What follows belongs to an exercise in optimizing a design on an open flow for small area and few clock cycles; a production flow would make more cautious choices.
At most, simulation tests tie the RTL to the original design; equivalence was not proved.
Power and IR drop assume default switching activity.

== old ==
Design d_domain, start of the top module:
module d_domain (
    input  logic         ui_clk,
    input  logic         rst,
    input  logic         p2d_cmd_valid,
    output logic         p2d_cmd_ready,
    input  logic [31:0]  p2d_cmd,
    input  logic         p2d_data_valid,
    output logic         p2d_data_ready,
    input  logic [255:0] p2d_data,
    input  logic         a2d_cmd_valid,
    output logic         a2d_cmd_ready,
    input  logic [31:0]  a2d_cmd,
    input  logic         calib_done,
    input  logic         app_rdy,
    input  logic         app_wdf_rdy,
    output logic         d2p_cmd_valid,
    input  logic         d2p_cmd_ready,
    output logic [31:0]  d2p_cmd,
    output logic         d2a_cmd_valid,
    input  logic         d2a_cmd_ready,
    output logic [31:0]  d2a_cmd,
    output logic         app_en,
    output logic [2:0]   app_cmd,
    output logic [28:0]  app_addr,
    output logic         app_wdf_wren,
    output logic [255:0] app_wdf_data,
    output logic         app_wdf_end,
    output logic [31:0]  app_wdf_mask,
    output logic [1:0]   cfg_asic_mode,
    output logic [15:0]  cfg_training_epochs,
    output logic [15:0]  cfg_inference_epochs,
    output logic [1:0]   cfg_dataset,
    output logic [15:0]  cfg_timesteps,
    output logic [15:0]  cfg_input_size,
    output logic         cfg_long_streaming,
    output logic         cfg_binary_classifier,
    output logic         cfg_loser_encourage
);
Size in the first run: about 470 flip-flops, about 790 I/O pins, ~16000 um^2 of cells after synthesis.
==> module config_capture, before the edit <==
module config_capture (
    input  logic        ui_clk,
    input  logic        rst,
    input  logic        p2d_valid,
    input  logic        is_cfg,
    input  logic [16:0] p2d_pay,
    input  logic        d2a_ready,
    input  logic        td_fire,
    output logic        cfg_ready,
    output logic        d2a_v,
    output logic [16:0] d2a_pay,
    output logic        seq_full,
    output logic [1:0]  cfg_asic_mode,
    output logic [15:0] cfg_training_epochs,
    output logic [15:0] cfg_inference_epochs,
    output logic [1:0]  cfg_dataset,
    output logic [15:0] cfg_timesteps,
    output logic [15:0] cfg_input_size,
    output logic        cfg_long_streaming,
    output logic        cfg_binary_classifier,
    output logic        cfg_loser_encourage
);
    localparam logic [53:0] CNT_STATES = {6'd59, 6'd61, 6'd62, 6'd31, 6'd15, 6'd7, 6'd3, 6'd1, 6'd0};
    localparam logic [5:0] CNT_FULL = 6'd45;
    logic [5:0]  cfg_cnt;
    logic        cfg_fire;
    logic [15:0] cfg_d;
    logic [8:0]  cfg_ld;
    always_comb begin
        seq_full  = (cfg_cnt == CNT_FULL);
        cfg_ready = !d2a_v || d2a_ready;
        cfg_fire  = p2d_valid && is_cfg && cfg_ready;
        cfg_d = p2d_pay[15:0] & {16{!rst}};
        for (int i = 0; i < 9; i++) begin
            cfg_ld[i] = rst || (cfg_fire && cfg_cnt == CNT_STATES[6*i +: 6]);
        end
    end
    always_ff @(posedge ui_clk) begin
        if (rst) begin
            d2a_v <= 1'b0;
        end else if (cfg_ready) begin
            d2a_v <= cfg_fire;
        end
        if (cfg_ready) begin
            d2a_pay <= p2d_pay;
        end
    end
    always_ff @(posedge ui_clk) begin
        if (rst) begin
            cfg_cnt <= '0;
        end else if (td_fire) begin
            cfg_cnt <= '0;
        end else if (cfg_fire && !seq_full) begin
            cfg_cnt <= {cfg_cnt[4:0], !(cfg_cnt[5] ^ cfg_cnt[4])};
        end
        if (cfg_ld[0]) cfg_asic_mode         <= cfg_d[1:0];
        if (cfg_ld[1]) cfg_training_epochs   <= cfg_d;
        if (cfg_ld[2]) cfg_inference_epochs  <= cfg_d;
        if (cfg_ld[3]) cfg_dataset           <= cfg_d[1:0];
        if (cfg_ld[4]) cfg_timesteps         <= cfg_d;
        if (cfg_ld[5]) cfg_input_size        <= cfg_d;
        if (cfg_ld[6]) cfg_long_streaming    <= cfg_d[0];
        if (cfg_ld[7]) cfg_binary_classifier <= cfg_d[0];
        if (cfg_ld[8]) cfg_loser_encourage   <= cfg_d[0];
    end
endmodule
==> flow/config.mk <==
export PLATFORM = sky130hd
export DESIGN_NAME = d_domain
export DESIGN_NICKNAME = d_domain
export VERILOG_FILES = /design/flow/design.v
export SDC_FILE = /design/flow/constraint.sdc
export NUM_CORES = 4
export LEC_CHECK = 0
export CAP_MARGIN = 20
export CORE_AREA = 10 10 310 310
export DIE_AREA = 0 0 320 320
export PLACE_DENSITY = 0.35
export SLEW_MARGIN = 20
==> flow/constraint.sdc <==
create_clock -name core_clock -period 5.0 [get_ports {ui_clk}]
set_input_delay 1.0000 -clock core_clock [delete_from_list [all_inputs] [get_ports {ui_clk}]]
set_output_delay 1.0000 -clock core_clock [all_outputs]
set_load 0.01 [all_outputs]
standard.sh (not shown) runs the stock make flow with config.mk's settings and CLKGATE_MAP_FILE= SYNTH_SCRIPT=/design/flow/synth_recipe.tcl, a recipe that flattens the netlist after the stock synthesis.
==> flow/flow/run.sh <==
#!/bin/bash
# Standard ORFS layout (the standard.sh) with these changes:
#  - synthesis is the standard flow's own script, except that abc maps with the
#    area-oriented script flow/abc_area.script instead of ORFS's speed script
#    (registers are mapped before abc, so they are the standard ones);
#  - port buffers use the smallest buffer cell (buf_1);
#  - the clock tree uses clkbuf_4 with small sink clusters and no dummy loads;
#  - constant outputs keep the synthesized tie cells (no tie-per-pin repair).
# Each ORFS step writes its full log under orfs/logs/; make's output goes to
# make_finish.log.
set -euo pipefail
HERE=$(pwd)
{
  echo "proc abc {args} {"
  echo "  set i [lsearch -exact \$args -script]"
  echo "  if {\$i >= 0} { lset args [expr {\$i + 1}] $HERE/flow/abc_area.script }"
  echo "  puts \"abc with script $HERE/flow/abc_area.script\""
  echo "  yosys abc {*}\$args"
  echo "}"
  cat synth_recipe.tcl
} > flow_synth.tcl
bash standard.sh \
  SYNTH_SCRIPT="$HERE/flow_synth.tcl" \
  BUFFER_PORTS_ARGS="-buffer_cell sky130_fd_sc_hd__buf_1" \
  CTS_ARGS="-sink_clustering_enable -repair_clock_nets -dont_use_dummy_load -buf_list sky130_fd_sc_hd__clkbuf_4 -sink_clustering_size 8 -sink_clustering_max_diameter 60" \
  SKIP_REPAIR_TIE_FANOUT=1 \
  finish > make_finish.log 2>&1
==> flow/flow/abc_area.script <==
strash
dc2
balance
rewrite -z
refactor -z
rewrite -z
dch -f
amap
topo
Changes in new relative to old:
--- a/flow/design.v
+++ b/flow/design.v
@@ -62,23 +62,21 @@
     output logic [15:0] cfg_input_size,
     output logic        cfg_long_streaming,
     output logic        cfg_binary_classifier,
     output logic        cfg_loser_encourage
 );
-    localparam logic [53:0] CNT_STATES = {6'd59, 6'd61, 6'd62, 6'd31, 6'd15, 6'd7, 6'd3, 6'd1, 6'd0};
-    localparam logic [5:0] CNT_FULL = 6'd45;
     logic [5:0]  cfg_cnt;
     logic        cfg_fire;
     logic [15:0] cfg_d;
     logic [8:0]  cfg_ld;
     always_comb begin
-        seq_full  = (cfg_cnt == CNT_FULL);
+        seq_full  = (cfg_cnt == 6'd39);
         cfg_ready = !d2a_v || d2a_ready;
         cfg_fire  = p2d_valid && is_cfg && cfg_ready;
         cfg_d = p2d_pay[15:0] & {16{!rst}};
         for (int i = 0; i < 9; i++) begin
-            cfg_ld[i] = rst || (cfg_fire && cfg_cnt == CNT_STATES[6*i +: 6]);
+            cfg_ld[i] = rst || (cfg_fire && cfg_cnt == 6'(i));
         end
     end
     always_ff @(posedge ui_clk) begin
         if (rst) begin
             d2a_v <= 1'b0;
@@ -93,11 +91,11 @@
         if (rst) begin
             cfg_cnt <= '0;
         end else if (td_fire) begin
             cfg_cnt <= '0;
         end else if (cfg_fire && !seq_full) begin
-            cfg_cnt <= {cfg_cnt[4:0], !(cfg_cnt[5] ^ cfg_cnt[4])};
+            cfg_cnt <= cfg_cnt + 1'b1;
         end
         if (cfg_ld[0]) cfg_asic_mode         <= cfg_d[1:0];
         if (cfg_ld[1]) cfg_training_epochs   <= cfg_d;
         if (cfg_ld[2]) cfg_inference_epochs  <= cfg_d;
         if (cfg_ld[3]) cfg_dataset           <= cfg_d[1:0];
Findings:
- Largest net degree at the start of global routing was lower in the run labelled new.
- Changes observed in new relative to old: final area down 0.41%, global-route usage down 0.56 points.
- On post-detailed-routing wire length: between new and old, it ends up higher for old.
- new and old ended up with nearly the same synthesized area.
- When the final numbers for new and old were put side by side, the share of the clock period used by the worst path after layout turned out to be smaller in old.
- old → new: part of the total power dissipated in the clock network roughly the same; arithmetic-cell share of the synthesized area counting full adders, half adders and majority gates about even; clock latency on the worst-skew pair did not really move.
- Comparing new and old, the higher area growth from synthesis to layout was measured on old.
No functional check of the RTL was part of any run of this note.

* * *

== main ==
Another version of the RTL of d_domain (not shown whole).
Size: roughly 1,400 cells after synthesis, about 790 I/O pins, about 0.016 mm2 of cells after synthesis.
==> module wdata_reg, before the edit <==
module wdata_reg (
    input  logic         ui_clk,
    input  logic         fire,
    input  logic [255:0] din,
    output logic         wen,
    output logic [255:0] wdata
);
    always_ff @(posedge ui_clk) begin
        wen   <= fire;
        wdata <= fire ? din : '0;
    end
endmodule
clock: 5.0 ns
lec_check: 0
cap_margin: 20
core_area: 10 10 310 310
die_area: 0 0 320 320
place_density: 0.35
slew_margin: 20
==> flow/flow/run.sh <==
#!/bin/bash
# Standard ORFS layout (the standard.sh) with these changes:
#  - synthesis is the standard flow's own script, except that abc maps with the
#    area-oriented script flow/abc_area.script instead of ORFS's speed script
#    (registers are mapped before abc, so they are the standard ones);
#  - port buffers use the smallest buffer cell (buf_1);
#  - the clock tree uses clkbuf_4 with small sink clusters and no dummy loads;
#  - constant outputs keep the synthesized tie cells (no tie-per-pin repair).
# Each ORFS step writes its full log under orfs/logs/; make's output goes to
# make_finish.log.
set -euo pipefail
HERE=$(pwd)
{
  echo "proc abc {args} {"
  echo "  set i [lsearch -exact \$args -script]"
  echo "  if {\$i >= 0} { lset args [expr {\$i + 1}] $HERE/flow/abc_area.script }"
  echo "  puts \"abc with script $HERE/flow/abc_area.script\""
  echo "  yosys abc {*}\$args"
  echo "}"
  cat synth_recipe.tcl
} > flow_synth.tcl
bash standard.sh \
  SYNTH_SCRIPT="$HERE/flow_synth.tcl" \
  BUFFER_PORTS_ARGS="-buffer_cell sky130_fd_sc_hd__buf_1" \
  CTS_ARGS="-sink_clustering_enable -repair_clock_nets -dont_use_dummy_load -buf_list sky130_fd_sc_hd__clkbuf_4 -sink_clustering_size 9 -sink_clustering_max_diameter 60 -sink_clustering_buffer sky130_fd_sc_hd__clkbuf_4" \
  SKIP_REPAIR_TIE_FANOUT=1 \
  finish > make_finish.log 2>&1
Scripts as last shown in full above: flow/flow/abc_area.script
Testbench counts of main, summed over its fixed seeds: cycles 27,041.
Input changes introduced in the feature branch (baseline for comparison: main):
==> flow/design.v, changed modules only <==
module wdata_reg (
    input  logic         ui_clk,
    input  logic         fire,
    input  logic [255:0] din,
    output logic         wen,
    output logic [255:0] wdata
);
    logic [255:0] held;
    always_ff @(posedge ui_clk) begin
        wen  <= fire;
        held <= din;
    end
    assign wdata = wen ? held : '0;
endmodule
==> notes.md <==
The higher tightest hold margin came out of main.
Non-filler instance count after layout: main vs the feature branch, no meaningful difference
Sequential share of power (the feature branch over main): increase, 0.8 points
Relative to main, count of non-CTS inverters in the layout decreased by about 1% in the feature branch.
Delta(fraction of power spent switching nets, the feature branch - main) < 0
The feature branch vs. main: final net count rose 9, via count decreased 1.5%, logic depth of the worst register-to-register path rose by about 8%.
The final reports for the feature branch and main show wire length lower in the former.
main → the feature branch: post-synthesis share of cell area spent on xor and xnor gates was more or less identical, total global routing track utilization went down by 1.4 points, count of plain and timing-repair buffers went up by 15, setup slack went down by 0.062 ns.
No functional check of the RTL was part of the feature branch.

-- what the ideal ports hide --
Ports are ideal in the flow. The routed layouts listed here were re-timed in OpenROAD. Step 1: set_driving_cell puts a clkbuf_16 on ui_clk and a buf_2 on each other input, an assumption about the parent block. Step 2 moves the port delays by t, midway between the first and last clock arrival at a register: inputs arrive t later, outputs are due t later. That takes back most of the time a late clock gives input paths. Slacks: ideal / step 1 / step 2; pairs: ideal / step 1.
run | t (ns) | setup WS [ns] | latest minus earliest clock arrival (ns) | worst register clock-pin slew, ns
old | 0.875 | 0.334 / 0.274 / 0.487 | 0.099 / 0.099 | 0.11 / 0.11
new | 0.887 | 0.236 / 0.175 / 0.590 | 0.104 / 0.104 | 0.11 / 0.11
main | 0.891 | 0.409 / 0.409 / 0.409 | 0.085 / 0.085 | 0.11 / 0.11
the feature branch | 0.844 | 0.347 / 0.347 / 0.347 | 0.142 / 0.143 | 0.11 / 0.11
After both steps every run listed still meets setup and hold.
